This is an optimization exercise on Yosys and OpenROAD, whose aim is small area, not a production implementation. The RTL was checked by simulation tests, not by an equivalence proof against the original design. Power and IR drop assume default switching activity.

## old
==> flow/design.v <==
`timescale 1ns / 1ps
`default_nettype none
package fspa_pkg;
	localparam int SLOTS       = 64;
	localparam int IDX_W       = $clog2(SLOTS);
	localparam int CNT_W       = $clog2(SLOTS + 1);
	localparam int SLOT_W      = 6;
	localparam int UNITS_W     = 8;
	localparam int UNIT_SHIFT  = 8;
	localparam int PROD_W      = SLOT_W + UNITS_W;
	localparam int OFFSET_W    = 22;
	localparam int BASE_W      = 48;
	localparam int ADDR_W      = 49;
	localparam int CFG_IDX_W   = 1;
	typedef enum logic {
		ACT_ALLOC = 1'b0,
		ACT_FREE  = 1'b1
	} action_t;
	typedef enum logic [1:0] {
		ST_GRANTED = 2'd0,
		ST_EMPTY   = 2'd1,
		ST_FREED   = 2'd2,
		ST_DOUBLE  = 2'd3
	} status_t;
	typedef enum logic [CFG_IDX_W-1:0] {
		CFG_SLOT_SIZE = 1'b0,
		CFG_BASE      = 1'b1
	} cfg_reg_t;
	typedef struct packed {
		action_t             action;
		logic [SLOT_W-1:0]   slot_id;
	} req_t;
	typedef struct packed {
		status_t             status;
		logic [SLOT_W-1:0]   granted_slot;
		logic [OFFSET_W-1:0] byte_offset;
		logic [ADDR_W-1:0]   device_address;
	} rsp_t;
	typedef struct packed {
		logic              push;
		logic              pop;
		logic [IDX_W-1:0]  push_id;
	} fq_ctrl_t;
	typedef struct packed {
		logic [CNT_W-1:0]  count;
		logic [IDX_W-1:0]  head_id;
	} fq_stat_t;
endpackage
`default_nettype wire
`timescale 1ns / 1ps
`default_nettype none
module fspa_free_queue (
	input  wire logic                        clk,
	input  wire logic                        arst_n,
	input  wire logic                        push,
	input  wire logic                        pop,
	input  wire logic [fspa_pkg::IDX_W-1:0]  push_id,
	output logic                             empty,
	output logic      [fspa_pkg::IDX_W-1:0]  head_id
);
	logic [fspa_pkg::IDX_W-1:0] mem_q [fspa_pkg::SLOTS];
	logic [fspa_pkg::IDX_W-1:0] head_q;
	logic [fspa_pkg::IDX_W-1:0] tail_q;
	logic                       empty_q;
	logic                       wrapped_q;
	logic [fspa_pkg::IDX_W-1:0] head_inc;
	assign head_inc = head_q + 1'b1;
	always_ff @(posedge clk) begin
		if (push) begin
			mem_q[tail_q] <= push_id;
		end
	end
	always_ff @(posedge clk or negedge arst_n) begin
		if (!arst_n) begin
			head_q    <= '0;
			tail_q    <= '0;
			empty_q   <= 1'b0;
			wrapped_q <= 1'b0;
		end else begin
			if (pop) begin
				head_q <= head_inc;
			end
			if (push) begin
				tail_q <= tail_q + 1'b1;
			end
			if (push && (tail_q == fspa_pkg::IDX_W'(fspa_pkg::SLOTS - 1))) begin
				wrapped_q <= 1'b1;
			end
			if (push) begin
				empty_q <= 1'b0;
			end else if (pop && (head_inc == tail_q)) begin
				empty_q <= 1'b1;
			end
		end
	end
	assign empty   = empty_q;
	assign head_id = (wrapped_q || (head_q < tail_q)) ? mem_q[head_q] : head_q;
endmodule
`default_nettype wire
`timescale 1ns / 1ps
`default_nettype none
module fspa_addr_calc (
	input  wire logic [fspa_pkg::PROD_W-1:0]   prod,
	input  wire logic [fspa_pkg::BASE_W-1:0]   base_address,
	output logic      [fspa_pkg::OFFSET_W-1:0] byte_offset,
	output logic      [fspa_pkg::ADDR_W-1:0]   device_address
);
	always_comb begin
		byte_offset    = {prod, fspa_pkg::UNIT_SHIFT'(0)};
		device_address = fspa_pkg::ADDR_W'(base_address) + fspa_pkg::ADDR_W'(byte_offset);
	end
endmodule
`default_nettype wire
`timescale 1ns / 1ps
`default_nettype none
module fixed_slot_pool_allocator_top (
	input  wire logic                            clk,
	input  wire logic                            arst_n,
	input  wire logic                            req_valid,
	output logic                                 req_stall,
	input  wire fspa_pkg::req_t                  req,
	output logic                                 rsp_valid,
	input  wire logic                            rsp_stall,
	output fspa_pkg::rsp_t                       rsp,
	input  wire logic                            cfg_valid,
	output logic                                 cfg_ready,
	input  wire logic [fspa_pkg::CFG_IDX_W-1:0]  cfg_index,
	input  wire logic [fspa_pkg::BASE_W-1:0]     cfg_data
);
	fspa_pkg::req_t                    req_s1;
	logic                              vld_s1;
	fspa_pkg::status_t                 st_q;
	logic [fspa_pkg::SLOT_W-1:0]       id_q;
	logic [fspa_pkg::PROD_W-1:0]       prod_q;
	logic [fspa_pkg::PROD_W-1:0]       prod_d;
	logic                              rsp_vld_q;
	logic [fspa_pkg::UNITS_W-1:0]      slot_size_q;
	logic [fspa_pkg::BASE_W-1:0]       base_q;
	logic [fspa_pkg::SLOTS-1:0]        in_use_q;
	logic                              fq_empty;
	logic [fspa_pkg::SLOT_W-1:0]       head_id;
	fspa_pkg::status_t                 st_d;
	logic [fspa_pkg::SLOT_W-1:0]       id_d;
	logic [fspa_pkg::OFFSET_W-1:0]     calc_offset;
	logic [fspa_pkg::ADDR_W-1:0]       calc_addr;
	logic                              hold_rsp;
	logic                              adv;
	logic                              grant;
	logic                              release_ok;
	logic                              pop;
	logic                              push;
	assign cfg_ready = 1'b1;
	assign hold_rsp  = rsp_vld_q && rsp_stall;
	assign adv       = vld_s1 && !hold_rsp;
	assign req_stall = vld_s1 && hold_rsp;
	assign rsp_valid = rsp_vld_q;
	fspa_free_queue u_free_queue (
		.clk     (clk),
		.arst_n  (arst_n),
		.push    (push),
		.pop     (pop),
		.push_id (req_s1.slot_id),
		.empty   (fq_empty),
		.head_id (head_id)
	);
	assign prod_d = fspa_pkg::PROD_W'(id_d) * fspa_pkg::PROD_W'(slot_size_q);
	fspa_addr_calc u_addr_calc (
		.prod            (prod_q),
		.base_address    (base_q),
		.byte_offset     (calc_offset),
		.device_address  (calc_addr)
	);
	always_comb begin
		rsp.status         = st_q;
		rsp.granted_slot   = id_q;
		rsp.byte_offset    = calc_offset;
		rsp.device_address = (st_q == fspa_pkg::ST_GRANTED) ? calc_addr : '0;
	end
	always_comb begin
		grant      = (req_s1.action == fspa_pkg::ACT_ALLOC) && !fq_empty;
		release_ok = (req_s1.action == fspa_pkg::ACT_FREE) && in_use_q[req_s1.slot_id];
		pop        = adv && grant;
		push       = adv && release_ok;
		id_d       = grant ? head_id : '0;
		if (req_s1.action == fspa_pkg::ACT_ALLOC) begin
			st_d = grant ? fspa_pkg::ST_GRANTED : fspa_pkg::ST_EMPTY;
		end else begin
			st_d = release_ok ? fspa_pkg::ST_FREED : fspa_pkg::ST_DOUBLE;
		end
	end
	always_ff @(posedge clk) begin
		if (!req_stall) begin
			req_s1 <= req;
		end
		if (!hold_rsp) begin
			st_q <= st_d;
			id_q <= id_d;
			prod_q <= prod_d;
		end
	end
	always_ff @(posedge clk or negedge arst_n) begin
		if (!arst_n) begin
			vld_s1      <= 1'b0;
			rsp_vld_q   <= 1'b0;
			slot_size_q <= fspa_pkg::UNITS_W'(1);
			base_q      <= '0;
			in_use_q    <= '0;
		end else begin
			if (!req_stall) begin
				vld_s1 <= req_valid;
			end
			if (!hold_rsp) begin
				rsp_vld_q <= vld_s1;
			end
			if (pop) begin
				in_use_q[head_id] <= 1'b1;
			end
			if (push) begin
				in_use_q[req_s1.slot_id] <= 1'b0;
			end
			if (cfg_valid) begin
				if (cfg_index == fspa_pkg::CFG_SLOT_SIZE) begin
					slot_size_q <= cfg_data[fspa_pkg::UNITS_W-1:0];
				end else begin
					base_q <= cfg_data;
				end
			end
		end
	end
endmodule
`default_nettype wire
==> flow/config.mk <==
export PLATFORM = sky130hd
export DESIGN_NAME = fixed_slot_pool_allocator_top
export DESIGN_NICKNAME = fixed_slot_pool_allocator_top
export VERILOG_FILES = /design/flow/design.v
export SDC_FILE = /design/flow/constraint.sdc
export NUM_CORES = 4
export LEC_CHECK = 0
export CAP_MARGIN = 20
export CORE_MARGIN = 2
export CORE_UTILIZATION = 40
export SLEW_MARGIN = 20
==> flow/constraint.sdc <==
create_clock -name core_clock -period 7.0 [get_ports {clk}]
set_input_delay 1.4000 -clock core_clock [delete_from_list [all_inputs] [get_ports {clk}]]
set_output_delay 1.4000 -clock core_clock [all_outputs]
set_load 0.01 [all_outputs]
run.sh (not shown) runs the stock make flow with config.mk's settings and CLKGATE_MAP_FILE= SYNTH_SCRIPT=/design/flow/synth_recipe.tcl, a recipe that flattens the netlist after the stock synthesis.
Changes in new relative to old:
==> flow/design.v, changed modules only <==
module fspa_addr_calc (
	input  wire logic [fspa_pkg::SLOT_W-1:0]   slot_id,
	input  wire logic [fspa_pkg::UNITS_W-1:0]  slot_size_units,
	input  wire logic [fspa_pkg::BASE_W-1:0]   base_address,
	output logic      [fspa_pkg::OFFSET_W-1:0] byte_offset,
	output logic      [fspa_pkg::ADDR_W-1:0]   device_address
);
	logic [fspa_pkg::PROD_W-1:0] prod;
	always_comb begin
		prod           = fspa_pkg::PROD_W'(slot_id) * fspa_pkg::PROD_W'(slot_size_units);
		byte_offset    = {prod, fspa_pkg::UNIT_SHIFT'(0)};
		device_address = fspa_pkg::ADDR_W'(base_address) + fspa_pkg::ADDR_W'(byte_offset);
	end
endmodule
module fixed_slot_pool_allocator_top (
	input  wire logic                            clk,
	input  wire logic                            arst_n,
	input  wire logic                            req_valid,
	output logic                                 req_stall,
	input  wire fspa_pkg::req_t                  req,
	output logic                                 rsp_valid,
	input  wire logic                            rsp_stall,
	output fspa_pkg::rsp_t                       rsp,
	input  wire logic                            cfg_valid,
	output logic                                 cfg_ready,
	input  wire logic [fspa_pkg::CFG_IDX_W-1:0]  cfg_index,
	input  wire logic [fspa_pkg::BASE_W-1:0]     cfg_data
);
	fspa_pkg::req_t                    req_s1;
	logic                              vld_s1;
	fspa_pkg::status_t                 st_q;
	logic [fspa_pkg::SLOT_W-1:0]       id_q;
	logic                              rsp_vld_q;
	logic [fspa_pkg::UNITS_W-1:0]      slot_size_q;
	logic [fspa_pkg::BASE_W-1:0]       base_q;
	logic [fspa_pkg::SLOTS-1:0]        in_use_q;
	logic                              fq_empty;
	logic [fspa_pkg::SLOT_W-1:0]       head_id;
	fspa_pkg::status_t                 st_d;
	logic [fspa_pkg::SLOT_W-1:0]       id_d;
	logic [fspa_pkg::OFFSET_W-1:0]     calc_offset;
	logic [fspa_pkg::ADDR_W-1:0]       calc_addr;
	logic                              hold_rsp;
	logic                              adv;
	logic                              grant;
	logic                              release_ok;
	logic                              pop;
	logic                              push;
	assign cfg_ready = 1'b1;
	assign hold_rsp  = rsp_vld_q && rsp_stall;
	assign adv       = vld_s1 && !hold_rsp;
	assign req_stall = vld_s1 && hold_rsp;
	assign rsp_valid = rsp_vld_q;
	fspa_free_queue u_free_queue (
		.clk     (clk),
		.arst_n  (arst_n),
		.push    (push),
		.pop     (pop),
		.push_id (req_s1.slot_id),
		.empty   (fq_empty),
		.head_id (head_id)
	);
	fspa_addr_calc u_addr_calc (
		.slot_id         (id_q),
		.slot_size_units (slot_size_q),
		.base_address    (base_q),
		.byte_offset     (calc_offset),
		.device_address  (calc_addr)
	);
	always_comb begin
		rsp.status         = st_q;
		rsp.granted_slot   = id_q;
		rsp.byte_offset    = calc_offset;
		rsp.device_address = (st_q == fspa_pkg::ST_GRANTED) ? calc_addr : '0;
	end
	always_comb begin
		grant      = (req_s1.action == fspa_pkg::ACT_ALLOC) && !fq_empty;
		release_ok = (req_s1.action == fspa_pkg::ACT_FREE) && in_use_q[req_s1.slot_id];
		pop        = adv && grant;
		push       = adv && release_ok;
		id_d       = grant ? head_id : '0;
		if (req_s1.action == fspa_pkg::ACT_ALLOC) begin
			st_d = grant ? fspa_pkg::ST_GRANTED : fspa_pkg::ST_EMPTY;
		end else begin
			st_d = release_ok ? fspa_pkg::ST_FREED : fspa_pkg::ST_DOUBLE;
		end
	end
	always_ff @(posedge clk) begin
		if (!req_stall) begin
			req_s1 <= req;
		end
		if (!hold_rsp) begin
			st_q <= st_d;
			id_q <= id_d;
		end
	end
	always_ff @(posedge clk or negedge arst_n) begin
		if (!arst_n) begin
			vld_s1      <= 1'b0;
			rsp_vld_q   <= 1'b0;
			slot_size_q <= fspa_pkg::UNITS_W'(1);
			base_q      <= '0;
			in_use_q    <= '0;
		end else begin
			if (!req_stall) begin
				vld_s1 <= req_valid;
			end
			if (!hold_rsp) begin
				rsp_vld_q <= vld_s1;
			end
			if (pop) begin
				in_use_q[head_id] <= 1'b1;
			end
			if (push) begin
				in_use_q[req_s1.slot_id] <= 1'b0;
			end
			if (cfg_valid) begin
				if (cfg_index == fspa_pkg::CFG_SLOT_SIZE) begin
					slot_size_q <= cfg_data[fspa_pkg::UNITS_W-1:0];
				end else begin
					base_q <= cfg_data;
				end
			end
		end
	end
endmodule
Results
Diff old -> new | total power | up by more than 10%. Looking at number of synthesized flops with an enable pin, new sits about 3.4% below old. For adder and majority gate portion of the synthesized area, new and old come out practically identical. STATUS run=new STAGES=ALL_DONE FINAL_CHECKS=FAILED CAUSE=setup timing. Relative to old, the first-pass GRT wire length measured on new has decreased by a few percent. Post-synthesis xor/xnor area fraction: new vs old down 0.48 points. Compared with old, new shows a count of filler cells inserted in the layout that is 119 lower. [compare] base=old new=new: depth of the worst register-to-register path went down, worst slew margin relative to its limit went down, part of the cycle the worst path needs went up, clock buffer instance count of the final layout went down. Looking at synthesized area across new and old, the one that comes out higher is old. In new, the clock skew came out 0.030 ns above the value in old.

re-timing with driven ports:
How much do the figures lean on ideal ports? The routed layouts below were timed once more, with nothing changed but the port constraints.
Step 1 assumes that a clkbuf_16 drives the clock port and a buf_2 every other input.
Step 2 times the ports against the registers' clock, not the clock port: input delays grow and output delays shrink by t, the midpoint of the rising clock arrivals with the driver on.
a / b / c = ideal / step 1 / step 2; a / b = the first two.
run | shift t [ns] | slack for setup (ns) | clock arrival spread, ns | cell pins on the clock port's net
old | 0.674 | 0.369 / 0.369 / 0.369 | 0.035 / 0.035 | 1
new | 0.685 | -0.431 / -0.490 / 0.196 | 0.070 / 0.069 | 1
